Context: an optimization exercise on an open-source flow, tuned for small area and a short achievable clock period. The choices shown serve that exercise and are no tape-out recipe.
RTL that was checked went through simulation tests only; none was proved equivalent to the original.
The RTL of runs 2, 4 and 5 was laid out without a check of its function.
Power figures rest on the tool's default switching activity, not on a simulated workload.

**design/flow/config.mk**
```make
export PLATFORM = sky130hd
export DESIGN_NAME = common_fa_tag_alloc
export DESIGN_NICKNAME = common_fa_tag_alloc
export VERILOG_FILES = /design/flow/design.v
export SDC_FILE = /design/flow/constraint.sdc
export NUM_CORES = 4
export LEC_CHECK = 0
export CAP_MARGIN = 20
export CORE_MARGIN = 2
export CORE_UTILIZATION = 40
export SETUP_SLACK_MARGIN = 0.4
export SLEW_MARGIN = 20
```
**design/flow/design.v**
```verilog
module common_fa_tag_alloc #(
  parameter int unsigned SUBJECT_COUNT_LOG2 = 5,
  parameter int unsigned TAG_WIDTH          = 20
) (
  input  logic                                clk,
  input  logic                                resetn,
  input  logic                                req_valid,
  output logic                                req_ready,
  input  logic [TAG_WIDTH-1:0]                req_tag,
  input  logic                                req_alloc,
  output logic                                resp_valid,
  input  logic                                resp_ready,
  output logic                                resp_hit,
  output logic                                resp_alloc,
  output logic [SUBJECT_COUNT_LOG2-1:0]       resp_index,
  output logic                                resp_evict_valid,
  output logic [TAG_WIDTH-1:0]                resp_evict_tag,
  input  logic                                flush,
  output logic [SUBJECT_COUNT_LOG2-1:0]       lru_waddr,
  output logic                                lru_wen,
  output logic [(1<<SUBJECT_COUNT_LOG2)-1:0]  lru_dvalid,
  input  logic [SUBJECT_COUNT_LOG2-1:0]       lru_qaddr,
  input  logic                                lru_qvalid
);
  localparam int unsigned N  = 1 << SUBJECT_COUNT_LOG2;
  localparam int unsigned IW = SUBJECT_COUNT_LOG2;
  logic [N-1:0]         valid_q;
  logic [TAG_WIDTH-1:0] tag_q [N];
  logic          fire_c;
  logic          hit_c;
  logic [IW-1:0] hit_idx_c;
  logic          free_c;
  logic [IW-1:0] free_idx_c;
  logic          alloc_c;
  logic          evict_c;
  logic [IW-1:0] target_c;
  logic [IW-1:0] index_c;
  always_comb begin
    hit_c      = 1'b0;
    hit_idx_c  = '0;
    free_c     = 1'b0;
    free_idx_c = '0;
    for (int i = int'(N) - 1; i >= 0; i--) begin
      if (valid_q[i] && (tag_q[i] == req_tag)) begin
        hit_c     = 1'b1;
        hit_idx_c = IW'(i);
      end
      if (!valid_q[i]) begin
        free_c     = 1'b1;
        free_idx_c = IW'(i);
      end
    end
  end
  assign req_ready = ~flush & (~resp_valid | resp_ready);
  assign fire_c    = req_valid & req_ready;
  assign alloc_c  = fire_c & ~hit_c & req_alloc & (free_c | lru_qvalid);
  assign evict_c  = alloc_c & ~free_c;
  assign target_c = free_c ? free_idx_c : lru_qaddr;
  always_comb begin
    index_c = '0;
    if (hit_c) begin
      index_c = hit_idx_c;
    end else if (alloc_c) begin
      index_c = target_c;
    end
  end
  assign lru_wen    = fire_c & (hit_c | alloc_c);
  assign lru_waddr  = hit_c ? hit_idx_c : target_c;
  assign lru_dvalid = valid_q;
  always_ff @(posedge clk or negedge resetn) begin
    if (!resetn) begin
      valid_q <= '0;
      for (int i = 0; i < int'(N); i++) begin
        tag_q[i] <= '0;
      end
    end else if (flush) begin
      valid_q <= '0;
    end else if (alloc_c) begin
      valid_q[target_c] <= 1'b1;
      tag_q[target_c]   <= req_tag;
    end
  end
  always_ff @(posedge clk or negedge resetn) begin
    if (!resetn) begin
      resp_valid       <= 1'b0;
      resp_hit         <= 1'b0;
      resp_alloc       <= 1'b0;
      resp_index       <= '0;
      resp_evict_valid <= 1'b0;
      resp_evict_tag   <= '0;
    end else if (fire_c) begin
      resp_valid       <= 1'b1;
      resp_hit         <= hit_c;
      resp_alloc       <= alloc_c;
      resp_index       <= index_c;
      resp_evict_valid <= evict_c;
      resp_evict_tag   <= evict_c ? tag_q[lru_qaddr] : '0;
    end else if (resp_ready) begin
      resp_valid <= 1'b0;
    end
  end
endmodule
```
**design/flow/constraint.sdc**
```tcl
create_clock -name core_clock -period 6.0 [get_ports {clk}]
set_input_delay 1.2000 -clock core_clock [delete_from_list [all_inputs] [get_ports {clk}]]
set_output_delay 1.2000 -clock core_clock [all_outputs]
set_load 0.01 [all_outputs]
```
**design/flow/run.sh**
```bash
#!/bin/bash
# synth_recipe.tcl (not shown) runs the flow's synth.tcl, then flattens the netlist and writes it again
# the make line also repeats each setting of config.mk as NAME=value (left out here)
make -C /OpenROAD-flow-scripts/flow DESIGN_CONFIG=/design/flow/config.mk WORK_HOME=/design/flow/orfs CLKGATE_MAP_FILE= SYNTH_SCRIPT=/design/flow/synth_recipe.tcl finish
```
==> summary.md, run 1 <==
| Metric | Value |
|---|---|
| Number of global-route vias before repair | `between 30000 and 40000` |
| Dominant cell type by area after synthesis | `dfrtp_1` |
| CTS tree | `built` |
| Clock sinks | `701` |
| H-tree depth | `3` |
| HPWL Detailed | `~210000 um` |
| Tcrit/Tclk final | `0.964` |
| Area grow syn2layout | `21.4%` |
| Gr ovfl total | `0` |
| Warnings, synthesis | `2` |
| Mapped Area | `0.0408 mm^2` |
| Final Hold Viols | `0` |
| RSZ-0062 raised after global routing | `yes` |
| Max Cap Viol | `0` |
| Max rail drop VDD | `approximately 0.26 mV` |
| Pre-CTS WS | `-0.369 ns` |
| Num rows | `between 100 and 150` |
| Final core occ | `0.488` |
| Synth top area cells | `dfrtp_1 (43%), mux2_2 (12%), xnor2_1 (10%)` |
| Max Root-Sink Buffers | `3` |
| Pwr/cell area | `237 mW/mm^2` |
| Register area share after synthesis | `0.430` |
| CP required | `4.80 ns` |
| Flops & latches, synth | `roughly 700` |
| Clk_skew | `approximately 0.029 ns` |
| I/O pin cnt | `100` |
| Syn_nets | `3620` |
| Worst setup SP type | `primary input` |
| WL/cell | `about 49 um` |
| Core ar. | `approximately 0.10 mm^2` |
| Min Tclk post-route | `approximately 5.8 ns` |
| Final net count | `approximately 4000` |
| Via density | `around 6.9` |
| Die height | `about 320 um` |
| Fraction of layout cells with a size suffix above 1 | `0.298` |
| Yosys top cell area share | `0.430` |
| Hold Crit Class | `flip-flop to flip-flop` |
| Finished layout cell area | `between 0.04 and 0.05 mm^2` |
| CP Capture Type | `output port` |
| DRC violations left | `0` |
| Syn avg cell area | `approximately 11 um^2` |
| Critical path arrival | `between 4 and 5 ns` |
| Crit path max fanout | `13` |
| Die W | `roughly 320 um` |
| Max Slew Vio Count | `0` |
| IO buf count | `between 90 and 100` |
| Starting Density | `0.402` |
| Worst-skew pair later-pin latency | `roughly 0.7 ns` |
| Largest net degree at the start of global routing | `between 100 and 150` |
| Status | `no timing/DRC/antenna violations` |
| Initial antenna violation count | `36` |
| Primary FF master, synth | `dfrtp_1` |
| Max_slew headroom | `0.167` |
| Pre-antenna DRT Iters | `6` |
| Fmax | `approximately 170 MHz` |
| EDFF count, synth | `0` |
| Routability congestion estimate | `1.09` |
| 1st-iter DRT viols | `5930` |
| Worst-Margin Slew | `about 1.2 ns` |
| P_leak | `about 22 nW` |
| Post-synthesis cell type count | `75` |
| Die area | `between 0.1 and 0.15 mm^2` |
| Via count | `about 37000` |
| Drt total wl | `approximately 260000 um` |
| Mapped Cells | `between 3000 and 4000` |
| Clock root buffer | `clkbuf_16` |
| GR Util All Layers | `0.498` |
| Dpl cell area | `roughly 0.046 mm^2` |
| Ys async rst share | `1.00` |
| CTS buffer count | `85` |
| Clk slew on worst S/H paths | `about 0.05 ns` |
| Kind of critical path | `primary input to output port` |
| First-pass GRT wire length | `between 300000 and 400000 um` |
| Final hold slack | `between 0.4 and 0.5 ns` |
| DRT antenna net count | `0` |
| Final setup vio count | `0` |
| Min setup slack post-route | `0.218 ns` |
flip-flops by register name, summed over array words and instances (netlist names):
name              cells
resp_alloc            1
resp_evict_tag       20
resp_evict_valid      1
resp_hit              1
resp_index            5
resp_valid            1
tag_q               640
valid_q              32
worst max-delay path, cell delays in order:
cell	delay [ns]
buf_4	0.20
buf_6	0.21
buf_4	0.19
xnor2_1	0.40
nand4_1	0.17
nor4_1	0.42
nand4_1	0.50
nand4_2	0.36
nor3_1	0.11
buf_4	0.15
nand2b_1	0.10
nor2_1	0.06
clkdlybuf4s50_1	0.48
layout make-up:
| type | count | area [um^2] |
|---|---|---|
| diodes | 18 | 45.0 |
| inverters | 46 | 173 |
| clock buffers | 115 | 2380 |
| well taps | 1368 | 1710 |
| fillers | 9358 | 51900 |
| clock inverters | 42 | 498 |
| multi-input cells | 2544 | 21900 |
| repair buffers | 544 | 5250 |
| flip-flops and latches | 701 | 17500 |
path summary, 6_finish.rpt:
path                                   from  cells past startpoint  slack [ns]               end
setup / recovery                 req_tag[5]                     13        0.22      lru_waddr[4]
hold / removal             resp_evict_valid                      1        0.47  resp_evict_valid
setup reg to reg                valid_q[10]                     11        1.41        valid_q[0]
hold reg to reg            resp_evict_valid                      1        0.47  resp_evict_valid
max in group asynchronous            resetn                      2        4.10      tag_q[7][18]
min in group asynchronous            resetn                      1        0.55     tag_q[29][19]
stage by stage:
step,power (mW),TNS (ns),std cells
floorplan,5.52,0,3582
global placement,6.24,-0.615,5199
detailed placement,6.24,-0.642,5199
CTS,11.7,0,5358
global route,12.0,0,5362
finish,11.7,0,5378
report_power, final:
group	switching [mW]	total (mW)	internal, mW
Clock	2.36	5.50	3.15
Combinational	0.899	1.35	0.453
Sequential	0.0863	4.87	4.79
Total	3.34	11.7	8.38
placed cells by master (no fill, tap or decap), types with 82 or more instances in the layout:
cell | Yosys | final
a221oi_1 | 100 | 98
a22o_1 | 120 | 120
a22oi_1 | 100 | 100
buf_4 | 35 | 379
clkbuf_16 | 0 | 85
dfrtp_1 | 701 | 701
mux2_1 | 189 | 189
mux2_2 | 421 | 421
nand3_1 | 118 | 116
nand4_1 | 270 | 270
nor4_1 | 92 | 82
xnor2_1 | 486 | 470
xor2_1 | 156 | 153
repair_timing:
item	4_1_cts	5_1_grt
hold buffers	0	0
setup endpoints to repair	6	5
pin swaps	9	12
resized for setup	41	31
setup buffers	2	2
cells in the mapped netlist (all sizes together), types with 55 or more instances:
master  number
dfrtp      701
mux2       640
xnor2      486
nand4      273
xor2       156
buf        149
clkbuf     142
a22o       120
nand3      119
a221oi     100
a22oi      100
nor4        93
nor2        85
nand2       55
per-layer routing:
metal,GRT usage,up-vias,part of all wire
li1,-,14100,-
met1,0.631,19400,0.38
met2,0.697,2822,0.40
met3,0.176,823,0.12
met4,0.363,20,0.091
met5,0,-,0.00051
kinds of logic after synthesis:
group / after synthesis / synth area share
and+or+nand+nor: 796 / 0.116
xor gates and xnor gates: 642 / 0.138
AOI/OAI and AO/OA: 460 / 0.0892
buffers and inverters: 337 / 0.0452
adders and majority gates: 6 / 0.00184
DFF: 701 / 0.430
muxes: 640 / 0.180
==> run 2: changes to the inputs <==
==> design/flow/design.v (replaced) <==
module common_fa_tag_alloc #(
  parameter int unsigned SUBJECT_COUNT_LOG2 = 5,
  parameter int unsigned TAG_WIDTH          = 20
) (
  input  logic                                clk,
  input  logic                                resetn,
  input  logic                                req_valid,
  output logic                                req_ready,
  input  logic [TAG_WIDTH-1:0]                req_tag,
  input  logic                                req_alloc,
  output logic                                resp_valid,
  input  logic                                resp_ready,
  output logic                                resp_hit,
  output logic                                resp_alloc,
  output logic [SUBJECT_COUNT_LOG2-1:0]       resp_index,
  output logic                                resp_evict_valid,
  output logic [TAG_WIDTH-1:0]                resp_evict_tag,
  input  logic                                flush,
  output logic [SUBJECT_COUNT_LOG2-1:0]       lru_waddr,
  output logic                                lru_wen,
  output logic [(1<<SUBJECT_COUNT_LOG2)-1:0]  lru_dvalid,
  input  logic [SUBJECT_COUNT_LOG2-1:0]       lru_qaddr,
  input  logic                                lru_qvalid
);
  localparam int unsigned N  = 1 << SUBJECT_COUNT_LOG2;
  localparam int unsigned IW = SUBJECT_COUNT_LOG2;
  logic [IW:0]          count_q;    
  logic [TAG_WIDTH-1:0] tag_q [N];  
  logic [N-1:0]         valid_c;
  logic          fire_c;
  logic [N-1:0]  match_c;
  logic          hit_c;
  logic          free_c;
  logic          alloc_c;
  logic          evict_c;
  logic [IW-1:0] target_c;
  logic [IW-1:0] waddr_c;
  always_comb begin
    for (int i = 0; i < int'(N); i++) begin
      valid_c[i] = count_q > (IW+1)'(i);
      match_c[i] = valid_c[i] && (tag_q[i] == req_tag);
    end
  end
  assign hit_c    = |match_c;
  assign free_c   = ~count_q[IW];
  assign target_c = free_c ? count_q[IW-1:0] : lru_qaddr;
  always_comb begin
    for (int b = 0; b < int'(IW); b++) begin
      logic one, zero;
      one  = 1'b0;
      zero = 1'b0;
      for (int i = 0; i < int'(N); i++) begin
        if (i[b]) one  = one  | match_c[i];
        else      zero = zero | match_c[i];
      end
      waddr_c[b] = target_c[b] ? ~zero : one;
    end
  end
  assign req_ready = ~flush & (~resp_valid | resp_ready);
  assign fire_c    = req_valid & req_ready;
  assign alloc_c  = fire_c & ~hit_c & req_alloc & (free_c | lru_qvalid);
  assign evict_c  = alloc_c & ~free_c;
  assign lru_wen    = fire_c & (hit_c | (req_alloc & (free_c | lru_qvalid)));
  assign lru_waddr  = waddr_c;
  assign lru_dvalid = valid_c;
  always_ff @(posedge clk or negedge resetn) begin
    if (!resetn) begin
      count_q <= '0;
    end else if (flush) begin
      count_q <= '0;
    end else if (alloc_c && free_c) begin
      count_q <= count_q + 1'b1;
    end
  end
  always_ff @(posedge clk) begin
    for (int i = 0; i < int'(N); i++) begin
      if (alloc_c && target_c == IW'(i)) begin
        tag_q[i] <= req_tag;
      end
    end
  end
  always_ff @(posedge clk or negedge resetn) begin
    if (!resetn) begin
      resp_valid <= 1'b0;
    end else if (fire_c) begin
      resp_valid <= 1'b1;
    end else if (resp_ready) begin
      resp_valid <= 1'b0;
    end
  end
  always_ff @(posedge clk) begin
    if (fire_c) begin
      resp_hit         <= hit_c;
      resp_alloc       <= alloc_c;
      resp_index       <= waddr_c;
      resp_evict_valid <= evict_c;
      resp_evict_tag   <= tag_q[lru_qaddr];
    end
  end
endmodule
--- a/design/flow/config.mk
+++ b/design/flow/config.mk
@@ -7,6 +7,8 @@
 export LEC_CHECK = 0
 export CAP_MARGIN = 20
 export CORE_MARGIN = 2
-export CORE_UTILIZATION = 40
-export SETUP_SLACK_MARGIN = 0.4
+export CORE_UTILIZATION = 45
+export CTS_BUF_LIST = sky130_fd_sc_hd__clkbuf_8
+export SETUP_SLACK_MARGIN = 1.5
 export SLEW_MARGIN = 20
+export TNS_END_PERCENT = 10
==> run 2 against run 1 <==
  * Still clean
  * Die area decreased by 27%
  * Clock-buffer cell count increased by 1
  * Hold slack improved by 0.046 ns
  * First-iteration DRC count increased by 3.7%
  * Core utilization increased by 9.5 points
  * Synthesized area decreased by 19%
  * Register-to-register slack improved by 0.36 ns
  * Routed wire length decreased by 26%
  * Sequential share of layout area increased by 12 points
  * Sequential cell count decreased by 26
  * Critical path type unchanged
  * Largest cell class is now flip-flops and latches
==> summary.md, run 2 <==
| Metric | Value |
|---|---|
| Status | `no timing/DRC/antenna violations` |
| HPWL Detailed | `136000 um (-34%)` |
| P_leak | `14.5 nW (-33%)` |
| CP Capture Type | `output port` |
| Die W | `275 um (-15%)` |
| Met3 Use GR | `0.213 (+0.0375)` |
| Drt total wl | `193000 um (-26%)` |
| Starting Density | `0.454 (+0.0526)` |
| Synth top area cells | `edfxtp_1 (61%), xnor2_1 (11%), xor2_1 (5.8%)` |
| First-pass GRT wire length | `246000 um (-28%)` |
| Cell with the most instances after synthesis | `edfxtp_1` |
| Die area | `0.0759 mm^2 (-27%)` |
| Max Slew Vio Count | `0 (unchanged)` |
| Min setup slack post-route | `1.08 ns (+0.858 ns)` |
| Post-CTS Hold Fix Bufs | `0 (unchanged)` |
| Mapped Area | `0.0332 mm^2 (-19%)` |
| Crit path max fanout | `9 (-4)` |
| Worst-Margin Slew | `1.23 ns (-0.0205 ns)` |
| Max rail drop VDD | `0.218 mV (-17%)` |
| Worst-skew pair later-pin latency | `0.81 ns (+0.09 ns)` |
| Via count | `28100 (-24%)` |
| Initial antenna violation count | `15 (-58%)` |
| GR Util All Layers | `0.503 (+0.00573)` |
| DRC violations left | `0 (unchanged)` |
| CP required | `4.80 ns (about the same)` |
| EDFF count, synth | `668 (+668)` |
| CTS tree | `built` |
| Final Hold Viols | `0 (unchanged)` |
| Commonest non-fill, non-tap cell in the layout | `edfxtp_1` |
| Clk_skew | `0.0577 ns (+0.0289 ns)` |
| 1st-iter DRT viols | `6152 (+3.7%)` |
| Yosys top cell area share | `0.605 (+0.175)` |
| Final hold slack | `0.518 ns (+0.0456 ns)` |
| Area grow syn2layout | `28.2%` |
| Final setup vio count | `0 (unchanged)` |
| Via density | `7.24 (+4.8%)` |
| I/O pin cnt | `100 (unchanged)` |
| IO buf count | `99 (unchanged)` |
| Final core occ | `0.583 (+0.0948)` |
| Die height | `275 um (-15%)` |
| GR Util met1 | `0.617 (-0.0138)` |
| Most frequent cells in the layout | `edfxtp_1 (668), xnor2_1 (376), buf_4 (265)` |
| Top reg by flops | `tag_q` |
| Clk slew on worst S/H paths | `0.07 ns (+0.02 ns)` |
| Largest net degree at the start of global routing | `32 (-77%)` |
| Critical path arrival | `3.72 ns (-0.86 ns)` |
| Warnings, synthesis | `2 (unchanged)` |
| Clock root buffer | `clkbuf_8` |
| Power, Total | `10.6 mW (-9.7%)` |
| Fmax | `203 MHz (+17%)` |
| Finished layout cell area | `0.0425 mm^2 (-14%)` |
| Tcrit/Tclk final | `0.821 (-0.143)` |
| Max_slew headroom | `0.180 (+0.0128)` |
| GR Layer Usage met2 | `0.705 (+0.00812)` |
| DRT antenna net count | `0 (unchanged)` |
| Syn_nets | `2427 (-33%)` |
| Max Cap Viol | `0 (unchanged)` |
| Register area share after synthesis | `0.610 (+0.180)` |
| Ys async rst share | `0.0104 (-0.990)` |
| Worst setup SP type | `primary input` |
| Clock sinks | `675 (-3.7%)` |
| Dominant cell type by area after synthesis | `edfxtp_1` |
| Hold Crit Class | `flip-flop to flip-flop` |
| Max reg flops | `640 (unchanged)` |
| Fraction of layout cells with a size suffix above 1 | `0.269 (-0.0289)` |
| Max Root-Sink Buffers | `3 (unchanged)` |
| WL/cell | `49.8 um (+2.1%)` |
| Dpl cell area | `0.0374 mm^2 (-19%)` |
| Number of global-route vias before repair | `25700 (-26%)` |
| Num rows | `99 (-15%)` |
| Kind of critical path | `primary input to output port` |
| Core ar. | `0.0730 mm^2 (-28%)` |
| Primary FF master, synth | `edfxtp_1` |
| Pwr/cell area | `249 mW/mm^2 (+5.1%)` |
| Min Tclk post-route | `4.92 ns (-0.858 ns)` |
| Routability congestion estimate | `1.16 (+5.9%)` |
| Final net count | `2850 (-28%)` |
| Mapped Cells | `2390 (-33%)` |
| Top Usage Layer GRT | `met2` |
| H-tree depth | `3 (unchanged)` |
| Pre-CTS WS | `0.0473 ns (+0.416 ns)` |
| Post-synthesis cell type count | `67 (-11%)` |
| Layout fillers | `5904 (-37%)` |
| Commonest cells in the netlist | `edfxtp_1 (668), xnor2_1 (421), xor2_1 (220)` |
| Flops & latches, synth | `675 (-3.7%)` |
| Pre-antenna DRT Iters | `6 (unchanged)` |
| Regs by FF count | `tag_q: 640 flops, resp_evict_tag: 20 flops, count_q: 6 flops` |
| Gr ovfl total | `0 (unchanged)` |
| RSZ-0062 raised after global routing | `yes` |
| CTS buffer count | `115 (+35%)` |
| Syn avg cell area | `13.9 um^2 (+22%)` |
-- run 2: changes by cell type after synthesis, moves of 64 or more --
cell	before	now
edfxtp_1	0	668
xnor2_1	486	421
nand3_1	118	53
mux2_1	189	1
dfrtp_1	701	7
mux2_2	421	2
clkbuf_1	142	71
nand4_1	270	159
xor2_1	156	220
-- run 2: where the power goes --
part           internal [mW]  switching (mW)  total [mW]
Combinational          0.459           0.771        1.23
Clock                   2.03            2.11        4.14
Sequential              5.21          0.0112        5.22
Total                   7.69            2.89        10.6
-- run 2: final timing paths --
check | endpoint | startpoint | slack [ns] | depth (start not counted)
min | resp_valid | resp_valid | 0.52 | 1
min reg2reg | resp_valid | resp_valid | 0.52 | 1
max reg2reg | tag_q[9][19] | tag_q[27][3] | 1.77 | 12
min in group asynchronous | resp_valid | resetn | 0.67 | 1
max in group asynchronous | count_q[5] | resetn | 5.01 | 1
max | lru_waddr[4] | req_tag[10] | 1.08 | 12
-- run 2: timing repair --
item                                    4_1_cts  5_1_grt
endpoints found under the setup margin       33        6
cloned                                       13        1
pin swaps                                    63       32
setup buffers                                70       23
endpoints found under the hold margin         0        0
gates resized for setup                     287       55
-- run 2: critical path: stages --
cell and delay (ns):
buf_12 0.14, buf_8 0.15, xnor2_2 0.13, nand4_1 0.44
nor4_2 0.11, buf_4 0.15, and3_4 0.20, or2_4 0.26
or4_4 0.47, o21ai_4 0.20, o31ai_4 0.10, buf_2 0.17
-- run 2: cell families (layout without fill, tap and decap cells) --
group	Yosys count	count (layout)	synth area share
AO/OA/AOI/OAI	386	386	0.0940
XOR/XNOR	641	641	0.169
adder cells (fa/ha/maj)	5	5	0.00189
buffers and inverters	177	698	0.0364
flip-flops	675	675	0.610
multiplexers	8	8	0.00253
other	0	7	0
AND/OR/NAND/NOR	498	498	0.0855
-- run 2: stage by stage --
stage	setup TNS, ns	instances
floorplan	0	2390
global placement	-0.0366	3547
detailed placement	0	3547
CTS	0	3845
global route	0	3871
finish	0	3877
-- run 2: final cells by class --
cell class,count,area (um^2),area share
Sequential cell,675,20200,0.476
Multi-Input combinational cell,1538,13500,0.317
Timing Repair Buffer,472,5360,0.126
Clock buffer,116,1600,0.0376
Tap cell,959,1200,0.0282
Clock inverter,99,581,0.0137
Inverter,11,46.3,0.00109
Antenna cell,7,17.5,0.000412
-- run 2: routing by layer --
| metal | part of all wire | vias up |
|---|---|---|
| met1 | 0.34 | 14100 |
| met2 | 0.40 | 3052 |
| met4 | 0.099 | 22 |
| met3 | 0.16 | 765 |
| met5 | 0.0014 | - |
| li1 | - | 10200 |
==> run 3: changes to the inputs <==
--- a/design/flow/design.v
+++ b/design/flow/design.v
@@ -89,7 +89,7 @@
     end
   end
   always_ff @(posedge clk) begin
-    if (fire_c) begin
+    if (~resp_valid | resp_ready) begin
       resp_hit         <= hit_c;
       resp_alloc       <= alloc_c;
       resp_index       <= waddr_c;
--- a/design/flow/config.mk
+++ b/design/flow/config.mk
@@ -7,8 +7,6 @@
 export LEC_CHECK = 0
 export CAP_MARGIN = 20
 export CORE_MARGIN = 2
-export CORE_UTILIZATION = 45
-export CTS_BUF_LIST = sky130_fd_sc_hd__clkbuf_8
-export SETUP_SLACK_MARGIN = 1.5
+export CORE_UTILIZATION = 40
+export SETUP_SLACK_MARGIN = 0.4
 export SLEW_MARGIN = 20
-export TNS_END_PERCENT = 10
==> run 3 against run 2 <==
  * Critical path depth rose by 1
  * Via count down 4.4%
  * Critical endpoint is now lru_wen
  * Core utilization decreased by 8.4 points
  * Combinational power is 12% lower
  * Synthesized cell count grew 0.21%
  * Clock skew fell by 0.026 ns
  * Synthesized area down 0.15%
  * Largest cell class unchanged
  * Still clean on timing, DRC and antenna
  * Cell area decreased by 3.9%
  * Largest power group unchanged
==> summary.md, run 3 <==
| Metric | Value |
|---|---|
| Status | `no timing/DRC/antenna violations` |
| Clk_skew | `0.0318 ns (-0.0259 ns)` |
| CP Capture Type | `output port` |
| Crit path max fanout | `21 (+12)` |
| Regs by FF count | `tag_q: 640 flops, resp_evict_tag: 20 flops, count_q: 6 flops` |
| Drt total wl | `195000 um (+1.0%)` |
| Syn_nets | `2432 (+0.21%)` |
| Max Root-Sink Buffers | `3 (unchanged)` |
| Clk slew on worst S/H paths | `0.06 ns (about the same)` |
| DRC violations left | `0 (unchanged)` |
| Dominant cell type by area after synthesis | `edfxtp_1` |
| Register area share after synthesis | `0.611 (+0.000946)` |
| Clock root buffer | `clkbuf_16` |
| Non-filler cells in the finished layout | `3897 (+0.52%)` |
| Number of global-route vias before repair | `24800 (-3.7%)` |
| Top reg by flops | `tag_q` |
| Num rows | `105 (+6.1%)` |
| Commonest non-fill, non-tap cell in the layout | `edfxtp_1` |
| CTS tree | `built` |
| Worst-skew pair later-pin latency | `0.67 ns (-0.14 ns)` |
| DRT antenna net count | `0 (unchanged)` |
| Fmax | `175 MHz (-14%)` |
| Most frequent cells in the layout | `edfxtp_1 (668), xnor2_1 (332), buf_4 (302)` |
| Min Tclk post-route | `5.71 ns (+0.785 ns)` |
| P_leak | `13.5 nW (-6.9%)` |
| Starting Density | `0.404 (-0.0506)` |
| Max reg flops | `640 (unchanged)` |
| Synth top area cells | `edfxtp_1 (61%), xnor2_1 (9.0%), xor2_1 (7.9%)` |
| HPWL Detailed | `147000 um (+8.1%)` |
| Core ar. | `0.0820 mm^2 (+12%)` |
| Via count | `26900 (-4.4%)` |
| Flops & latches, synth | `675 (unchanged)` |
| Fraction of layout cells with a size suffix above 1 | `0.216 (-0.0535)` |
| Yosys top cell area share | `0.606 (+0.000938)` |
| Initial antenna violation count | `11 (-4)` |
| Max Slew Vio Count | `0 (unchanged)` |
| Worst setup SP type | `primary input` |
| Pre-antenna DRT Iters | `6 (unchanged)` |
| CP required | `4.80 ns (about the same)` |
| I/O pin cnt | `100 (unchanged)` |
| IO buf count | `99 (unchanged)` |
| Tcrit/Tclk final | `0.951 (+0.131)` |
| Kind of critical path | `primary input to output port` |
| Max Cap Viol | `0 (unchanged)` |
| Commonest cells in the netlist | `edfxtp_1 (668), xnor2_1 (339), xor2_1 (299)` |
| WL/cell | `50.0 um (+0.49%)` |
| Critical path arrival | `4.51 ns (+0.79 ns)` |
| H-tree depth | `3 (unchanged)` |
| CTS buffer count | `79 (-31%)` |
| GR Util All Layers | `0.450 (-0.0533)` |
| Die area | `0.0851 mm^2 (+12%)` |
| Max_slew headroom | `0.286 (+0.106)` |
| Layout fillers | `7211 (+22%)` |
| Warnings, synthesis | `2 (unchanged)` |
| Final setup vio count | `0 (unchanged)` |
| First-pass GRT wire length | `249000 um (+1.0%)` |
| Syn avg cell area | `13.8 um^2 (-0.36%)` |
| Mapped Cells | `2395 (+0.21%)` |
| Ys async rst share | `0.0104 (unchanged)` |
| Gr ovfl total | `0 (unchanged)` |
| Placed Cells | `3744 (+5.6%)` |
| Setup TNS | `0 ns (unchanged)` |
| Hold Crit Class | `flip-flop to flip-flop` |
| Routability congestion estimate | `1.05 (-9.6%)` |
| Primary FF master, synth | `edfxtp_1` |
| EDFF count, synth | `668 (unchanged)` |
| Pwr/cell area | `275 mW/mm^2 (+10%)` |
| Mapped Area | `0.0331 mm^2 (-0.15%)` |
| Largest net degree at the start of global routing | `41 (+28%)` |
| Worst-Margin Slew | `1.07 ns (-0.157 ns)` |
| Via density | `6.89 (-4.9%)` |
| Die height | `292 um (+5.9%)` |
| Die W | `292 um (+5.9%)` |
| Max rail drop VDD | `0.204 mV (-6.8%)` |
| Clock sinks | `675 (unchanged)` |
| Final net count | `2796 (-1.9%)` |
| Final Hold Viols | `0 (unchanged)` |
| 1st-iter DRT viols | `5367 (-13%)` |
| RSZ-0062 raised after global routing | `no` |
| Cell with the most instances after synthesis | `edfxtp_1` |
| Area grow syn2layout | `23.5%` |
| Post-synthesis cell type count | `64 (-4.5%)` |
run 3: final timing paths:
path / start / to / slack [ns] / depth (start not counted)
worst max register to register: count_q[0] / tag_q[23][14] / 1.04 / 15
worst min-delay path: tag_q[0][7] / resp_evict_tag[7] / 0.64 / 1
worst min register to register: tag_q[0][7] / resp_evict_tag[7] / 0.64 / 1
worst max-delay path: req_tag[5] / lru_wen / 0.29 / 13
max in group asynchronous: resetn / count_q[1] / 4.82 / 1
min in group asynchronous: resetn / resp_valid / 0.85 / 1
run 3: routing by layer:
layer | track usage | routed length (um) | part of all wire | up-vias
li1 | - | - | - | 10000
met1 | 0.571 | 70700 | 0.36 | 13700
met2 | 0.626 | 78800 | 0.40 | 2564
met3 | 0.164 | 27400 | 0.14 | 568
met4 | 0.337 | 18000 | 0.092 | 4
met5 | 0 | 27 | 0.00014 | -
run 3: metrics by stage:
step | setup slack (ns) | utilization | hold slack, ns | cell area (um^2) | total power, mW
final | 0.291 | 0.498 | 0.643 | 40900 | 11.2
after floorplan | 0.478 | - | 0.564 | 33100 | 5.78
after global placement | 0.171 | 0.463 | 0.607 | 38000 | 6.36
after detailed placement | 0.123 | 0.463 | 0.617 | 38000 | 6.36
after CTS | 0.404 | 0.495 | 0.645 | 40600 | 11.2
after global routing | 0.403 | 0.498 | 0.665 | 40900 | 11.4
run 3: power by group:
| group | switching [mW] | total [mW] | leakage (nW) | internal [mW] |
|---|---|---|---|---|
| registers | 0.0177 | 5.24 | 6.15 | 5.22 |
| clock network | 2.17 | 4.91 | 1.23 | 2.74 |
| logic | 0.720 | 1.08 | 6.16 | 0.360 |
run 3: what timing repair did:
item | in CTS | in global routing
buffers inserted | 1 | 3
endpoints found under the setup margin | 6 | 6
hold buffers | 0 | 0
pin swaps | 2 | 6
resized for setup | 15 | 40
run 3: cell families (layout without fill, tap and decap cells):
kind of cell | after synthesis | in the layout | share of synthesized area
flip-flops | 675 | 675 | 0.611
XOR/XNOR | 640 | 640 | 0.170
AND/OR/NAND/NOR | 478 | 478 | 0.0824
AO/OA/AOI/OAI | 405 | 405 | 0.0972
buffers and inverters | 184 | 610 | 0.0349
multiplexers | 8 | 8 | 0.00246
adder cells (fa/ha/maj) | 5 | 5 | 0.00189
other | 0 | 6 | 0
run 3: layout make-up:
type	instances	area (um^2)	area share
Sequential cell	675	20200	0.495
Multi-Input combinational cell	1536	12400	0.302
Timing Repair Buffer	449	4310	0.106
Clock buffer	93	2030	0.0497
Tap cell	1070	1340	0.0328
Clock inverter	50	513	0.0126
Inverter	18	67.6	0.00165
Antenna cell	6	15.0	0.000367
run 3: worst max-delay path: stages:
cell             delay [ns]
buf_6                  0.26
xnor2_1                0.17
nand4_1                0.45
buf_12                 0.31
nor4_2                 0.42
buf_4                  0.22
a22oi_1                0.10
nand4_1                0.24
buf_4                  0.17
nor3_4                 0.04
buf_4                  0.13
a31oi_1                0.19
clkdlybuf4s50_1        0.57
==> run 4: changes to the inputs <==
--- a/design/flow/design.v
+++ b/design/flow/design.v
@@ -24,9 +24,9 @@
 );
   localparam int unsigned N  = 1 << SUBJECT_COUNT_LOG2;
   localparam int unsigned IW = SUBJECT_COUNT_LOG2;
-  logic [IW:0]          count_q;    
+  logic [N-1:0]         valid_q;    
+  logic [IW-1:0]        count_q;    
   logic [TAG_WIDTH-1:0] tag_q [N];  
-  logic [N-1:0]         valid_c;
   logic          fire_c;
   logic [N-1:0]  match_c;
   logic          hit_c;
@@ -37,13 +37,12 @@
   logic [IW-1:0] waddr_c;
   always_comb begin
     for (int i = 0; i < int'(N); i++) begin
-      valid_c[i] = count_q > (IW+1)'(i);
-      match_c[i] = valid_c[i] && (tag_q[i] == req_tag);
+      match_c[i] = valid_q[i] && (tag_q[i] == req_tag);
     end
   end
   assign hit_c    = |match_c;
-  assign free_c   = ~count_q[IW];
-  assign target_c = free_c ? count_q[IW-1:0] : lru_qaddr;
+  assign free_c   = ~valid_q[N-1];
+  assign target_c = free_c ? count_q : lru_qaddr;
   always_comb begin
     for (int b = 0; b < int'(IW); b++) begin
       logic one, zero;
@@ -62,13 +61,16 @@
   assign evict_c  = alloc_c & ~free_c;
   assign lru_wen    = fire_c & (hit_c | (req_alloc & (free_c | lru_qvalid)));
   assign lru_waddr  = waddr_c;
-  assign lru_dvalid = valid_c;
+  assign lru_dvalid = valid_q;
   always_ff @(posedge clk or negedge resetn) begin
     if (!resetn) begin
+      valid_q <= '0;
       count_q <= '0;
     end else if (flush) begin
+      valid_q <= '0;
       count_q <= '0;
     end else if (alloc_c && free_c) begin
+      valid_q <= {valid_q[N-2:0], 1'b1};
       count_q <= count_q + 1'b1;
     end
   end
@@ -89,7 +91,7 @@
     end
   end
   always_ff @(posedge clk) begin
-    if (~resp_valid | resp_ready) begin
+    if (fire_c) begin
       resp_hit         <= hit_c;
       resp_alloc       <= alloc_c;
       resp_index       <= waddr_c;
--- a/design/flow/config.mk
+++ b/design/flow/config.mk
@@ -7,6 +7,8 @@
 export LEC_CHECK = 0
 export CAP_MARGIN = 20
 export CORE_MARGIN = 2
-export CORE_UTILIZATION = 40
-export SETUP_SLACK_MARGIN = 0.4
+export CORE_UTILIZATION = 50
+export CTS_BUF_LIST = sky130_fd_sc_hd__clkbuf_8
+export SETUP_SLACK_MARGIN = 1.5
 export SLEW_MARGIN = 20
+export TNS_END_PERCENT = 10
==> run 4 against run 3 <==
  * Routed wire length down 6.8%
  * Critical path depth shrank 3
  * Clock skew up 0.027 ns
  * Global-route usage is 6.4 points higher
  * Critical endpoint is now lru_waddr[4]
==> summary.md, run 4 <==
| Metric | Value |
|---|---|
| Status | `no timing/DRC/antenna violations` |
| CTS tree | `built` |
| H-tree depth | `3 (unchanged)` |
| CP Capture Type | `output port` |
| Die W | `265 um (-9.1%)` |
| Via count | `27900 (+3.9%)` |
| Synth top area cells | `edfxtp_1 (59%), xnor2_1 (13%), xor2_1 (3.8%)` |
| Multi-input gate area | `0.0132 mm^2 (+6.6%)` |
| Setup TNS | `0 ns (unchanged)` |
| Ys async rst share | `0.0538 (+0.0435)` |
| Register area share after synthesis | `0.616 (+0.00501)` |
| Kind of critical path | `primary input to output port` |
| 1st-iter DRT viols | `5804 (+8.1%)` |
| Final net count | `2768 (-1.0%)` |
| Yosys top cell area share | `0.588 (-0.0176)` |
| Adder-cell share of the synthesized area | `0.000367 (-0.00152)` |
| Syn avg cell area | `14.2 um^2 (+3.1%)` |
| Worst path cell trace | `bufbuf_16 > xnor2_1 > nand4_1 > nor2_1 > nand3_1 > o2111ai_2 > nor2_2 > and3_1 > nor2_2 > buf_2` |
| HPWL Detailed | `128000 um (-13%)` |
| Max_slew headroom | `0.147 (-0.138)` |
| Die area | `0.0703 mm^2 (-17%)` |
| Post-synthesis mux area share | `0.0156 (+0.0132)` |
| Crit Reg-Reg Startpoint | `tag_q[0][19]` |
| Max Root-Sink Buffers | `3 (unchanged)` |
| Metal2 WL | `71400 um (-9.5%)` |
| Max rail drop VDD | `0.191 mV (-6.3%)` |
| Commonest non-fill, non-tap cell in the layout | `edfxtp_1` |
| Die height | `265 um (-9.1%)` |
| Max incr delay on CP | `0.61 ns (+0.04 ns)` |
| Number of global-route vias before repair | `25500 (+3.1%)` |
| Worst setup SP type | `primary input` |
| P_leak | `14.1 nW (+4.2%)` |
| CP endpoint | `lru_waddr[4]` |
| Pwr/cell area | `254 mW/mm^2 (-7.5%)` |
| Max Cap Viol | `0 (unchanged)` |
| Hold Crit Class | `flip-flop to flip-flop` |
| Synth Area in XOR/XNOR | `0.164 (-0.00588)` |
| DRC violations left | `0 (unchanged)` |
| WL met3 | `32200 um (+18%)` |
| Mapped Area | `0.0341 mm^2 (+3.0%)` |
| Critical Path Slowest Stage Cell | `xnor2_1` |
| Fraction of layout cells with a size suffix above 1 | `0.239 (+0.0233)` |
| Top reg by flops | `tag_q` |
| Post-synthesis cell type count | `48 (-25%)` |
| Critical Path Stages | `10 (-3)` |
| Worst-skew pair later-pin latency | `0.81 ns (+0.14 ns)` |
| GR Util All Layers | `0.514 (+0.0635)` |
| Routability congestion estimate | `1.09 (+4.0%)` |
| Fmax | `206 MHz (+18%)` |
| Max reg flops | `640 (unchanged)` |
| Clk_skew | `0.0590 ns (+0.0272 ns)` |
| Clock sinks | `706 (+4.6%)` |
| Commonest cells in the netlist | `edfxtp_1 (668), xnor2_1 (489), nand4_1 (173)` |
| Num rows | `95 (-9.5%)` |
| Max Slew Vio Count | `0 (unchanged)` |
| Final hold slack | `0.517 ns (-0.125 ns)` |
| Clock root buffer | `clkbuf_8` |
| Final setup vio count | `0 (unchanged)` |
| Pre-antenna DRT Iters | `7 (+1)` |
| Flops & latches, synth | `706 (+4.6%)` |
| Drt total wl | `182000 um (-6.8%)` |
| Buffers plus inverters on the worst setup path | `2 (-4)` |
| Largest family of logic cells by synthesized area | `XOR/XNOR gates` |
| Critical Path Most Common Cell | `nor2_2` |
| Clk slew on worst S/H paths | `0.07 ns (about the same)` |
| Synth Area in Compound Gates | `0.0859 (-0.0113)` |
| Tcrit/Tclk final | `0.807 (-0.144)` |
| Area grow syn2layout | `23.2%` |
| First-pass GRT wire length | `237000 um (-5.0%)` |
| Critical path arrival | `3.64 ns (-0.87 ns)` |
| Regs by FF count | `tag_q: 640 flops, valid_q: 32 flops, resp_evict_tag: 20 flops` |
| WL/cell | `48.9 um (-2.2%)` |
| Crit path max fanout | `18 (-14%)` |
| Worst-Margin Slew | `1.28 ns (+0.208 ns)` |
| Core ar. | `0.0673 mm^2 (-18%)` |
| I/O pin cnt | `100 (unchanged)` |
| Largest net degree at the start of global routing | `39 (-4.9%)` |
| RR Endpoint | `tag_q[28][5]` |
| Critical Path Start | `req_tag[1]` |
| Mapped Cells | `2393 (-0.084%)` |
| Via density | `7.51 (+9.0%)` |
| CP required | `4.80 ns (about the same)` |
| Warnings, synthesis | `2 (unchanged)` |
| DRT antenna net count | `0 (unchanged)` |
| Initial antenna violation count | `15 (+4)` |
| R2r worst-path depth | `12 (-3)` |
| Post-Synth Simple-Gate Area | `0.0798 (-0.00261)` |
| IO buf count | `99 (unchanged)` |
| M1 wire length | `59900 um (-15%)` |
| Final core occ | `0.625 (+0.126)` |
| Min Tclk post-route | `4.84 ns (-0.864 ns)` |
| Most frequent cells in the layout | `edfxtp_1 (668), xnor2_1 (421), buf_4 (199)` |
| Starting Density | `0.507 (+0.103)` |
| Cell with the most instances after synthesis | `edfxtp_1` |
| Primary FF master, synth | `edfxtp_1` |
| EDFF count, synth | `668 (unchanged)` |
| Register area | `0.0210 mm^2 (+3.8%)` |
| Crit path max-delay family | `simple AND/OR/NAND/NOR gates` |
| Power, Total | `10.7 mW (-4.9%)` |
| Dominant cell type by area after synthesis | `edfxtp_1` |
| Syn_nets | `2426 (-0.25%)` |
| Layout fillers | `5178 (-28%)` |
| Gr ovfl total | `0 (unchanged)` |
| Highest metal used | `met5` |
| CTS buffer count | `117 (+48%)` |
| RSZ-0062 raised after global routing | `yes` |
| R2r setup slk | `1.81 ns (+0.77 ns)` |
| Final Hold Viols | `0 (unchanged)` |
[run 4: power breakdown]
| group | internal, mW | leakage, nW | total [mW] | switching [mW] |
|---|---|---|---|---|
| Clock | 1.96 | 1.23 | 4.12 | 2.16 |
| Combinational | 0.418 | 6.34 | 1.14 | 0.720 |
| Sequential | 5.42 | 6.55 | 5.43 | 0.0127 |
| Total | 7.79 | 14.1 | 10.7 | 2.90 |
[run 4: area by class of cell]
class | instances | share of cell area
Antenna cell | 12 | 0.000715
Timing Repair Buffer | 389 | 0.108
Inverter | 9 | 0.000804
Sequential cell | 706 | 0.500
Tap cell | 873 | 0.0260
Multi-Input combinational cell | 1512 | 0.313
Clock inverter | 98 | 0.0126
Clock buffer | 117 | 0.0383
[run 4: cells by family after synthesis]
| kind of cell | after synthesis |
|---|---|
| mux | 39 |
| compound gates | 359 |
| simple gates | 475 |
| xor+xnor | 638 |
| buf+inv | 175 |
| fa+ha+maj | 1 |
| flops | 706 |
[run 4: routing by layer]
metal,vias up,global-route usage
met3,828,0.267
met1,13800,0.617
li1,10000,-
met4,14,0.380
met5,-,0.00970
met2,3259,0.698
[run 4: metrics by stage]
step                setup slack, ns  instance area (um^2)  std cells
floorplan                     0.929                 34100       2393
global placement              0.230                 37500       3426
detailed placement            0.160                 37500       3426
CTS                            1.31                 41900       3700
global route                   1.15                 42000       3705
finish                         1.16                 42000       3716
[run 4: worst min path at each step]
stage            endpoint  slack, ns  startpoint  cells after the start
2_1_floorplan  count_q[0]       0.47  count_q[0]                      1
3_3_place_gp   resp_valid       0.48  resp_valid                      1
3_5_place_dp   resp_valid       0.51  resp_valid                      1
4_1_cts        count_q[0]       0.52  count_q[0]                      1
5_1_grt        count_q[3]       0.55  count_q[3]                      1
6_report       count_q[0]       0.52  count_q[0]                      1
[run 4: what timing repair did]
action                                  4_1_cts  5_1_grt
hold buffers                                  0        0
gates cloned                                 14        0
pin swaps                                    60        3
endpoints found under the setup margin      186        9
setup buffers                                45        0
resized for setup                           269        2
==> run 5: changes to the inputs <==
==> design/flow/flow/run.sh (new file) <==
#!/bin/bash
# Standard ORFS layout, but let the resizer swap cells across footprints and
# buffer the ports with plain buffers instead of delay cells.
set -euo pipefail
bash standard.sh MATCH_CELL_FOOTPRINT=0 \
  "BUFFER_PORTS_ARGS=-buffer_cell sky130_fd_sc_hd__buf_2" \
  finish > standard_flow.log 2>&1
==> design/flow/standard.sh (new file) <==
#!/bin/bash
# synth_recipe.tcl (not shown) runs the flow's synth.tcl, then flattens the netlist and writes it again
# the make line also repeats each setting of config.mk as NAME=value (left out here)
make -C /OpenROAD-flow-scripts/flow DESIGN_CONFIG=/design/flow/config.mk WORK_HOME=/design/flow/orfs CLKGATE_MAP_FILE= SYNTH_SCRIPT=/design/flow/synth_recipe.tcl "${@:-finish}"
removed: design/flow/run.sh
==> run 5 against run 4 <==
  * First-iteration DRC count rose by 6.3%
  * Synthesized area unchanged
  * Combinational power barely moved
  * Cell area shrank 1.8%
  * Sequential power is essentially flat
  * Sequential share of layout area grew 0.92 points
==> summary.md, run 5 <==
| Metric | Value |
|---|---|
| Post-CTS Hold Fix Bufs | `0 (unchanged)` |
| Largest net degree at the start of global routing | `39 (unchanged)` |
| Post-synthesis cell type count | `48 (unchanged)` |
| Die W | `265 um (unchanged)` |
| Non-filler cells in the finished layout | `3704 (-0.32%)` |
| H-tree depth | `3 (unchanged)` |
| Clk slew on worst S/H paths | `0.05 ns (-0.02 ns)` |
| Max Root-Sink Buffers | `3 (unchanged)` |
| P_leak | `14.0 nW (-1.1%)` |
| Final setup vio count | `0 (unchanged)` |
| IO buf count | `99 (unchanged)` |
| Pwr/cell area | `255 mW/mm^2 (+0.12%)` |
| Multi-input gate area | `0.0128 mm^2 (-2.5%)` |
| Final Hold Viols | `0 (unchanged)` |
| 1st-iter DRT viols | `6168 (+6.3%)` |
| Register area share after synthesis | `0.616 (unchanged)` |
| First-pass GRT wire length | `240000 um (+1.4%)` |
| Synth top area cells | `edfxtp_1 (59%), xnor2_1 (13%), xor2_1 (3.8%)` |
| Crit path max fanout | `4 (-14)` |
| Mapped Cells | `2393 (unchanged)` |
| Starting Density | `0.507 (unchanged)` |
| GR Util All Layers | `0.521 (+0.00769)` |
| Fraction of layout cells with a size suffix above 1 | `0.247 (+0.00865)` |
| Hold Crit Class | `flip-flop to flip-flop` |
| Warnings, synthesis | `2 (unchanged)` |
| Pre-antenna DRT Iters | `7 (unchanged)` |
| Min Tclk post-route | `5.04 ns (+0.196 ns)` |
| Syn_nets | `2426 (unchanged)` |
| WL/cell | `50.2 um (+2.6%)` |
| Layout fillers | `5248 (+1.4%)` |
| Top reg by flops | `tag_q` |
| Cell with the most instances after synthesis | `edfxtp_1` |
| Power, Total | `10.5 mW (-1.7%)` |
| Primary FF master, synth | `edfxtp_1` |
| Flops & latches, synth | `706 (unchanged)` |
| Num rows | `95 (unchanged)` |
| RSZ-0062 raised after global routing | `yes` |
| CP Capture Type | `output port` |
| CTS tree | `built` |
| CP required | `4.80 ns (about the same)` |
| Via density | `7.53 (+0.26%)` |
| Worst setup SP type | `primary input` |
| Max_slew headroom | `0.187 (+0.0399)` |
| DRT antenna net count | `0 (unchanged)` |
| EDFF count, synth | `668 (unchanged)` |
| Die area | `0.0703 mm^2 (unchanged)` |
| DRC violations left | `0 (unchanged)` |
| Final core occ | `0.613 (-0.0113)` |
| Ys async rst share | `0.0538 (unchanged)` |
| Gr ovfl total | `0 (unchanged)` |
| Kind of critical path | `primary input to output port` |
| Max rail drop VDD | `0.152 mV (-20%)` |
| Yosys top cell area share | `0.588 (unchanged)` |
| Syn avg cell area | `14.2 um^2 (unchanged)` |
| Critical path arrival | `3.84 ns (+0.20 ns)` |
| Max Slew Vio Count | `0 (unchanged)` |
| Dominant cell type by area after synthesis | `edfxtp_1` |
| Tcrit/Tclk final | `0.840 (+0.0327)` |
| Placed Cells | `3390 (-1.1%)` |
| Drt total wl | `186000 um (+2.3%)` |
| HPWL Detailed | `130000 um (+1.6%)` |
| Die height | `265 um (unchanged)` |
| Final hold slack | `0.500 ns (-0.0170 ns)` |
| Clk_skew | `0.0572 ns (-0.00172 ns)` |
| Mapped Area | `0.0341 mm^2 (unchanged)` |
| Core ar. | `0.0673 mm^2 (unchanged)` |
| Most frequent cells in the layout | `edfxtp_1 (668), xnor2_1 (446), buf_4 (174)` |
| Setup TNS | `0 ns (unchanged)` |
| Commonest non-fill, non-tap cell in the layout | `edfxtp_1` |
| Commonest cells in the netlist | `edfxtp_1 (668), xnor2_1 (489), nand4_1 (173)` |
| Final net count | `2758 (-0.36%)` |
| Routability congestion estimate | `1.10 (+0.80%)` |
| Clock sinks | `706 (unchanged)` |
| Max reg flops | `640 (unchanged)` |
| Via count | `27900 (-0.068%)` |
| Max Cap Viol | `0 (unchanged)` |
| Area grow syn2layout | `21.0%` |
| Worst-Margin Slew | `1.22 ns (-0.0599 ns)` |
| Register area | `0.0210 mm^2 (unchanged)` |
| CTS buffer count | `118 (+0.85%)` |
| Clock root buffer | `clkbuf_8` |
| Number of global-route vias before repair | `25600 (+0.27%)` |
| Initial antenna violation count | `19 (+4)` |
| I/O pin cnt | `100 (unchanged)` |
| Worst-skew pair later-pin latency | `0.79 ns (-0.02 ns)` |
| Fmax | `198 MHz (-3.9%)` |
| Regs by FF count | `tag_q: 640 flops, valid_q: 32 flops, resp_evict_tag: 20 flops` |
| Status | `no timing/DRC/antenna violations` |
[run 5: cells by family after synthesis]
logic type,count (synthesis),share of synthesized area
AO/OA/AOI/OAI,359,0.0859
XOR/XNOR,638,0.164
adder cells (fa/ha/maj),1,0.000367
buffers and inverters,175,0.0380
flip-flops,706,0.616
multiplexers,39,0.0156
AND/OR/NAND/NOR,475,0.0798
[run 5: final timing paths]
kind | end | depth (start not counted) | start | slack (ns)
setup / recovery | lru_wen | 13 | req_tag[9] | 0.96
min in group asynchronous | count_q[4] | 1 | resetn | 0.58
setup reg to reg | tag_q[11][9] | 13 | tag_q[21][12] | 1.70
max in group asynchronous | valid_q[3] | 1 | resetn | 4.87
hold / removal | resp_valid | 1 | resp_valid | 0.50
hold reg to reg | resp_valid | 1 | resp_valid | 0.50
[run 5: repair_timing]
action | in CTS | in global routing
pin swaps | 57 | 7
gates resized for setup | 207 | 11
buffers inserted | 61 | 8
endpoints found under the setup margin | 400 | 46
cloned | 16 | 1
[run 5: metrics by stage]
stage          instance area, um^2  setup WS [ns]
3_5_place_dp                 36900          0.480
4_1_cts                      41000           1.31
3_3_place_gp                 36900          0.383
6_report                     41300          0.959
5_1_grt                      41200           1.00
2_1_floorplan                34100          0.929
[run 5: layer usage]
layer	vias to the layer above	wire length, um	share of wire	global-route usage
met5	-	65	0.00035	0
met4	10	19300	0.10	0.388
met3	841	32400	0.17	0.245
met2	3267	74300	0.40	0.730
met1	13800	59900	0.32	0.625
li1	9996	-	-	-
[run 5: power by group]
part	leakage [nW]	switching (mW)	internal, mW
Sequential	6.55	0.0125	5.42
Clock	1.24	2.11	1.87
Combinational	6.18	0.724	0.381
[run 5: cell type report]
| type | count | area share |
|---|---|---|
| diodes | 10 | 0.000607 |
| clock buffers | 121 | 0.0404 |
| clock inverters | 95 | 0.00986 |
| inverters | 9 | 0.000819 |
| multi-input cells | 1512 | 0.311 |
| flip-flops and latches | 706 | 0.509 |
| well taps | 873 | 0.0265 |
| repair buffers | 378 | 0.102 |
[run 5: critical path, cell delays in order]
cell and delay [ns]:
buf_16 0.11, buf_16 0.13, xnor2_4 0.14, nand4_1 0.69
nor4_4 0.53, nand4_1 0.24, buf_4 0.21, nand4_1 0.13
nor2_4 0.08, nand4_4 0.08, nor2b_1 0.05, nor2_1 0.09
buf_2 0.14
==> run 6: changes to the inputs <==
--- a/design/flow/design.v
+++ b/design/flow/design.v
@@ -45,14 +45,12 @@
   assign target_c = free_c ? count_q : lru_qaddr;
   always_comb begin
     for (int b = 0; b < int'(IW); b++) begin
-      logic one, zero;
-      one  = 1'b0;
-      zero = 1'b0;
-      for (int i = 0; i < int'(N); i++) begin
-        if (i[b]) one  = one  | match_c[i];
-        else      zero = zero | match_c[i];
+      logic [N/2-1:0] ones, zeros;
+      for (int k = 0; k < int'(N/2); k++) begin
+        zeros[k] = match_c[((k >> b) << (b + 1)) | (k & ((1 << b) - 1))];
+        ones[k]  = match_c[((k >> b) << (b + 1)) | (1 << b) | (k & ((1 << b) - 1))];
       end
-      waddr_c[b] = target_c[b] ? ~zero : one;
+      waddr_c[b] = target_c[b] ? ~(|zeros) : (|ones);
     end
   end
   assign req_ready = ~flush & (~resp_valid | resp_ready);
==> run 6 against run 5 <==
  * Via count down 1.1%
  * Critical path depth down 1
  * Critical path type unchanged
  * Still clean
  * Highest routed layer unchanged
  * Clock-buffer cell count is 2 higher
  * Total power increased by 3.0%
  * First-iteration DRC count fell by 4.6%
  * Core utilization grew 0.32 points
  * Synthesized cell count down 0.21%
  * Clock power rose by 8.6%
  * Clock skew is 0.017 ns lower
  * Setup slack better by 0.10 ns
  * Sequential share of layout area hardly changed
==> summary.md, run 6 <==
| Metric | Value |
|---|---|
| Drt total wl | `182000 um (-2.2%)` |
| H-tree depth | `3 (unchanged)` |
| Max reg flops | `640 (unchanged)` |
| Area grow syn2layout | `22.4%` |
| Flops & latches, synth | `706 (unchanged)` |
| Kind of critical path | `primary input to output port` |
| DRC violations left | `0 (unchanged)` |
| Synth top area cells | `edfxtp_1 (60%), xnor2_1 (13%), xor2_1 (3.7%)` |
| IO buf count | `99 (unchanged)` |
| Worst-Margin Slew | `1.28 ns (+0.0651 ns)` |
| EDFF count, synth | `668 (unchanged)` |
| Primary FF master, synth | `edfxtp_1` |
| CP Capture Type | `output port` |
| Critical path arrival | `3.74 ns (-0.10 ns)` |
| Critical Path Slowest Stage Cell | `nor4_4` |
| Pre-antenna DRT Iters | `7 (unchanged)` |
| Regs by FF count | `tag_q: 640 flops, valid_q: 32 flops, resp_evict_tag: 20 flops` |
| Finished layout cell area | `0.0413 mm^2 (about the same)` |
| Pre-CTS WS | `0.135 ns (-0.345 ns)` |
| Max rail drop VDD | `0.175 mV (+15%)` |
| Gr ovfl total | `0 (unchanged)` |
| Pwr/cell area | `262 mW/mm^2 (+3.0%)` |
| Clock sinks | `706 (unchanged)` |
| R2r worst-path depth | `15 (+2)` |
| Via count | `27600 (-1.1%)` |
| RSZ-0062 raised after global routing | `yes` |
| Die area | `0.0695 mm^2 (-1.1%)` |
| Buffers plus inverters on the worst setup path | `3 (-1)` |
| Tcrit/Tclk final | `0.823 (-0.0169)` |
| Worst hold stages | `1 (unchanged)` |
| Fmax | `202 MHz (+2.0%)` |
| Initial antenna violation count | `15 (-4)` |
| Hold Crit Class | `flip-flop to flip-flop` |
| Starting Density | `0.504 (-0.00297)` |
| Dpl cell area | `0.0364 mm^2 (-1.2%)` |
| Num rows | `95 (unchanged)` |
| Post-CTS Hold Fix Bufs | `0 (unchanged)` |
| Ys async rst share | `0.0538 (unchanged)` |
| Routability congestion estimate | `1.16 (+5.5%)` |
| Critical Path Most Common Cell | `nand4_1` |
| Clk_skew | `0.0400 ns (-0.0173 ns)` |
| Max Root-Sink Buffers | `3 (unchanged)` |
| Crit path max-delay family | `simple AND/OR/NAND/NOR gates` |
| Critical Path Stages | `12 (-1)` |
| Final setup vio count | `0 (unchanged)` |
| 1st-iter DRT viols | `5886 (-4.6%)` |
| WL/cell | `49.4 um (-1.7%)` |
| CTS tree | `built` |
| Max_slew headroom | `0.144 (-0.0434)` |
| Clk slew on worst S/H paths | `0.06 ns (about the same)` |
| Number of global-route vias before repair | `24800 (-3.2%)` |
| I/O pin cnt | `100 (unchanged)` |
| Mapped Cells | `2388 (-0.21%)` |
| First-pass GRT wire length | `232000 um (-3.1%)` |
| Core ar. | `0.0669 mm^2 (-0.53%)` |
| Register area share after synthesis | `0.623 (+0.00693)` |
| Commonest non-fill, non-tap cell in the layout | `edfxtp_1` |
| Syn_nets | `2421 (-0.21%)` |
| Worst path cell trace | `buf_16 > buf_16 > xnor2_1 > nand4_1 > nor4_4 > nand4_1 > nand4_1 > nor4_4 > nand3_4 > nor2b_1 > nor2_1 > buf_2` |
| Status | `no timing/DRC/antenna violations` |
| Syn avg cell area | `14.1 um^2 (-0.91%)` |
| Crit path max fanout | `16 (+12)` |
| Top reg by flops | `tag_q` |
| Dominant cell type by area after synthesis | `edfxtp_1` |
| GR Util All Layers | `0.508 (-0.0129)` |
| Min setup slack post-route | `1.06 ns (+0.101 ns)` |
| Die height | `264 um (-0.55%)` |
| Post-synthesis cell type count | `40 (-17%)` |
| Cell with the most instances after synthesis | `edfxtp_1` |
| Worst setup SP type | `primary input` |
| Max incr delay on CP | `0.44 ns (-0.25 ns)` |
| Fraction of layout cells with a size suffix above 1 | `0.246 (-0.00108)` |
| Max Slew Vio Count | `0 (unchanged)` |
| Final Hold Viols | `0 (unchanged)` |
| CP required | `4.80 ns (about the same)` |
| HPWL Detailed | `127000 um (-2.2%)` |
| Final core occ | `0.617 (+0.00325)` |
| Setup TNS | `0 ns (unchanged)` |
| Commonest cells in the netlist | `edfxtp_1 (668), xnor2_1 (500), nand4_1 (183)` |
| Via density | `7.49 (-0.60%)` |
| Worst-skew pair later-pin latency | `0.79 ns (about the same)` |
| Largest net degree at the start of global routing | `39 (unchanged)` |
| DRT antenna net count | `0 (unchanged)` |
| Min Tclk post-route | `4.94 ns (-0.101 ns)` |
| Most frequent cells in the layout | `edfxtp_1 (668), xnor2_1 (454), nand4_1 (183)` |
| Die W | `264 um (-0.55%)` |
| Max Cap Viol | `0 (unchanged)` |
| CTS buffer count | `118 (unchanged)` |
| Warnings, synthesis | `2 (unchanged)` |
| Yosys top cell area share | `0.595 (+0.00662)` |
| Final net count | `2742 (-0.58%)` |
| Mapped Area | `0.0337 mm^2 (-1.1%)` |
| P_leak | `13.9 nW (-0.35%)` |
| Clock root buffer | `clkbuf_8` |
## run 6: where the power goes
| group | switching (mW) | internal (mW) |
|---|---|---|
| clock | 2.15 | 2.16 |
| combinational | 0.707 | 0.386 |
| sequential | 0.0125 | 5.41 |
| total | 2.86 | 7.96 |
## run 6: layout make-up
cell class	instances	area [um^2]
diodes	8	20.0
clock buffers	123	1690
clock inverters	93	576
fillers	5259	25700
inverters	8	30.0
multi-input cells	1510	12800
flip-flops and latches	706	21000
well taps	873	1090
repair buffers	365	4020
## run 6: logic make-up after synthesis
logic type | Yosys count | share of synthesized area
buffers and inverters | 172 | 0.0338
xor gates and xnor gates | 641 | 0.167
adders and majority gates | 1 | 0.000371
and+or+nand+nor | 468 | 0.0782
DFF | 706 | 0.623
AOI/OAI and AO/OA | 364 | 0.0870
muxes | 36 | 0.0108
## run 6: worst register-to-register path: cells and delay by family, from the launching register on
kind / cells / cell delay, ns
xor gates and xnor gates: 1 / 0.21
DFF: 1 / 0.57
buffers and inverters: 6 / 1.14
and+or+nand+nor: 8 / 2.40
## run 6: per-layer routing
layer	vias up	global-route usage	share of wire
li1	9955	-	-
met1	13600	0.613	0.32
met5	-	0	0.00096
met3	853	0.240	0.17
met2	3194	0.697	0.40
met4	14	0.402	0.11
## run 6: final timing paths
check                      slack [ns]          end     startpoint
min                              0.51   resp_valid     resp_valid
max                              1.06      lru_wen     req_tag[9]
max in group asynchronous        4.91  valid_q[18]         resetn
max reg2reg                      1.36  tag_q[8][1]  tag_q[29][17]
min in group asynchronous        0.54  valid_q[10]         resetn
min reg2reg                      0.51   resp_valid     resp_valid
## run 6: timing repair
item                                    4_1_cts  5_1_grt
cloned                                        8        5
pin swaps                                    47       52
buffers inserted                             51       32
resized for setup                           188       67
endpoints found under the setup margin      647      212
## run 6: through the flow
step | total power, mW | hold slack, ns | cells
finish | 10.8 | 0.514 | 3686
global route | 11.0 | 0.536 | 3680
CTS | 10.7 | 0.513 | 3641
detailed placement | 6.39 | 0.502 | 3366
global placement | 6.39 | 0.486 | 3365
floorplan | 5.97 | 0.479 | 2388
==> run 7: changes to the inputs <==
--- a/design/flow/config.mk
+++ b/design/flow/config.mk
@@ -8,7 +8,8 @@
 export CAP_MARGIN = 20
 export CORE_MARGIN = 2
 export CORE_UTILIZATION = 50
-export CTS_BUF_LIST = sky130_fd_sc_hd__clkbuf_8
+export CTS_CLUSTER_DIAMETER = 60
+export CTS_CLUSTER_SIZE = 20
 export SETUP_SLACK_MARGIN = 1.5
 export SLEW_MARGIN = 20
 export TNS_END_PERCENT = 10
==> run 7 against run 6 <==
  * Still clean on timing, DRC and antenna
  * Clock-buffer cell count is 61 lower
  * Register-to-register slack better by 0.38 ns
  * Synthesized cell count unchanged
  * Combinational power about the same
  * Global-route usage up 0.95 points
  * Cell area fell by 0.52%
  * Sequential power about the same
  * Clock skew up 0.019 ns
  * Final cell count decreased by 2.8%
  * Non-clock buffer count increased by 1
  * Routed wire length grew 0.36%
  * Largest power group unchanged
==> summary.md, run 7 <==
| Metric | Value |
|---|---|
| Status | `no timing/DRC/antenna violations` |
| Synth top area cells | `edfxtp_1 (60%), xnor2_1 (13%), xor2_1 (3.7%)` |
| Tcrit/Tclk final | `0.821 (-0.00212)` |
| H-tree depth | `2 (-1)` |
| RSZ-0062 raised after global routing | `yes` |
| Placed Cells | `3366 (unchanged)` |
| Syn_nets | `2421 (unchanged)` |
| Clock sinks | `706 (unchanged)` |
| Hold Crit Class | `flip-flop to flip-flop` |
| Commonest cells in the netlist | `edfxtp_1 (668), xnor2_1 (500), nand4_1 (183)` |
| Final Hold Viols | `0 (unchanged)` |
| Sw Ratio | `0.262 (-0.00291)` |
| HPWL Detailed | `127000 um (unchanged)` |
| GR Util All Layers | `0.518 (+0.00947)` |
| Critical Path Most Common Cell | `nand4_1` |
| Num rows | `95 (unchanged)` |
| Non-filler cells in the finished layout | `3582 (-2.8%)` |
| Pint | `7.99 mW (+0.40%)` |
| Max rail drop VDD | `0.259 mV (+48%)` |
| Worst-skew pair later-pin latency | `0.71 ns (-0.08 ns)` |
| Mapped Area | `0.0337 mm^2 (unchanged)` |
| Fmax | `203 MHz (+0.26%)` |
| Dominant cell type by area after synthesis | `edfxtp_1` |
| I/O pin cnt | `100 (unchanged)` |
| Most frequent cells in the layout | `edfxtp_1 (668), xnor2_1 (457), nand4_1 (183)` |
| Max Cap Viol | `0 (unchanged)` |
| Die area | `0.0695 mm^2 (unchanged)` |
| EDFF count, synth | `668 (unchanged)` |
| Clk_skew | `0.0588 ns (+0.0188 ns)` |
| Ys async rst share | `0.0538 (unchanged)` |
| Worst path cell trace | `buf_12 > xnor2_2 > nand4_1 > nor4_4 > nand4_1 > nand4_1 > o41ai_2 > o21ai_1 > buf_2` |
| Largest net degree at the start of global routing | `39 (unchanged)` |
| Drt total wl | `183000 um (+0.36%)` |
| Number of global-route vias before repair | `24600 (-0.46%)` |
| Mapped Cells | `2388 (unchanged)` |
| First-pass GRT wire length | `236000 um (+1.7%)` |
| Clock share of power | `0.398 (about the same)` |
| IO buf count | `99 (unchanged)` |
| Worst-Margin Slew | `1.26 ns (-0.0206 ns)` |
| Kind of critical path | `primary input to output port` |
| Setup TNS | `0 ns (unchanged)` |
| Worst setup SP type | `primary input` |
| Crit path max fanout | `29 (+13)` |
| Min Tclk post-route | `4.93 ns (-0.0127 ns)` |
| Primary FF master, synth | `edfxtp_1` |
| Warnings, synthesis | `2 (unchanged)` |
| Pre-antenna DRT Iters | `7 (unchanged)` |
| Core ar. | `0.0669 mm^2 (unchanged)` |
| Max reg flops | `640 (unchanged)` |
| DRC violations left | `0 (unchanged)` |
| Max Root-Sink Buffers | `3 (unchanged)` |
| Top reg by flops | `tag_q` |
| Clock root buffer | `clkbuf_16` |
| P_leak | `13.6 nW (-2.2%)` |
| CP Capture Type | `output port` |
| Routability congestion estimate | `1.16 (unchanged)` |
| Fraction of layout cells with a size suffix above 1 | `0.236 (-0.0107)` |
| Area grow syn2layout | `21.7%` |
| Final setup vio count | `0 (unchanged)` |
| Die W | `264 um (unchanged)` |
| Max_slew headroom | `0.158 (+0.0137)` |
| Die height | `264 um (unchanged)` |
| Critical Path Slowest Stage Cell | `xnor2_2` |
| Combinational share of power | `0.102 (about the same)` |
| Initial antenna violation count | `14 (-1)` |
| Commonest non-fill, non-tap cell in the layout | `edfxtp_1` |
| Max incr delay on CP | `0.55 ns (+0.11 ns)` |
| Reg power frac | `0.500 (about the same)` |
| Syn avg cell area | `14.1 um^2 (unchanged)` |
| Gr ovfl total | `0 (unchanged)` |
| Cell with the most instances after synthesis | `edfxtp_1` |
==> run 7: power groups by stage <==
stage / sequential [mW] / clock [mW] / combinational (mW)
final: 5.42 / 4.30 / 1.10
after global placement: 5.53 / 0 / 0.863
after floorplan: 5.53 / 0 / 0.440
after global routing: 5.42 / 4.45 / 1.09
after CTS: 5.42 / 4.27 / 1.01
after detailed placement: 5.53 / 0 / 0.861
==> run 7: area by class of cell <==
cell class / instances / area (um^2) / area share
Tap cell: 873 / 1090 / 0.0266
Sequential cell: 706 / 21000 / 0.512
Clock inverter: 46 / 604 / 0.0147
Multi-Input combinational cell: 1511 / 12800 / 0.311
Timing Repair Buffer: 366 / 4050 / 0.0987
Clock buffer: 62 / 1470 / 0.0357
Antenna cell: 10 / 25.0 / 0.000610
Inverter: 8 / 30.0 / 0.000732
==> run 7: timing repair <==
item / CTS / global route
setup buffers: 64 / 12
setup endpoints to repair: 648 / 288
pin swaps: 56 / 25
gates resized for setup: 208 / 28
cloned: 16 / 2
==> run 7: kinds of logic (layout without fill, tap and decap cells) <==
kind of cell | Yosys count | after routing | synth area share
AO/OA/AOI/OAI | 364 | 364 | 0.0870
XOR/XNOR | 641 | 641 | 0.167
adder cells (fa/ha/maj) | 1 | 1 | 0.000371
buffers and inverters | 172 | 482 | 0.0338
flip-flops | 706 | 706 | 0.623
multiplexers | 36 | 36 | 0.0108
other | 0 | 10 | 0
AND/OR/NAND/NOR | 468 | 469 | 0.0782
==> run 7: metrics by stage <==
| step | total power [mW] | util | setup slack [ns] | area, um^2 |
|---|---|---|---|---|
| detailed placement | 6.39 | 0.544 | 0.135 | 36400 |
| floorplan | 5.97 | - | 0.973 | 33700 |
| finish | 10.8 | 0.613 | 1.07 | 41000 |
| global route | 11.0 | 0.613 | 1.14 | 41000 |
| global placement | 6.39 | 0.544 | 0.195 | 36400 |
| CTS | 10.7 | 0.607 | 1.28 | 40600 |
==> run 7: worst max-delay path: cells and delay by family <==
| family | cells | cell delay [ns] |
|---|---|---|
| simple gates | 4 | 1.26 |
| xor+xnor | 1 | 0.55 |
| buf+inv | 2 | 0.34 |
| compound gates | 2 | 0.32 |
==> run 7: worst paths after layout <==
check	cells after the start	slack [ns]	startpoint	to
worst max-delay path	9	1.07	req_tag[12]	lru_waddr[3]
max in group asynchronous	1	4.80	resetn	valid_q[2]
worst max register to register	13	1.74	tag_q[12][17]	tag_q[30][3]
worst min-delay path	1	0.51	resp_valid	resp_valid
worst min register to register	1	0.51	resp_valid	resp_valid
min in group asynchronous	1	0.64	resetn	valid_q[28]
==> run 7: routing by layer <==
layer	vias up	track usage	routed length, um
li1	9813	-	-
met1	13700	0.626	60100
met2	3183	0.715	72700
met3	827	0.236	30000
met4	12	0.404	19400
met5	-	0.0270	375
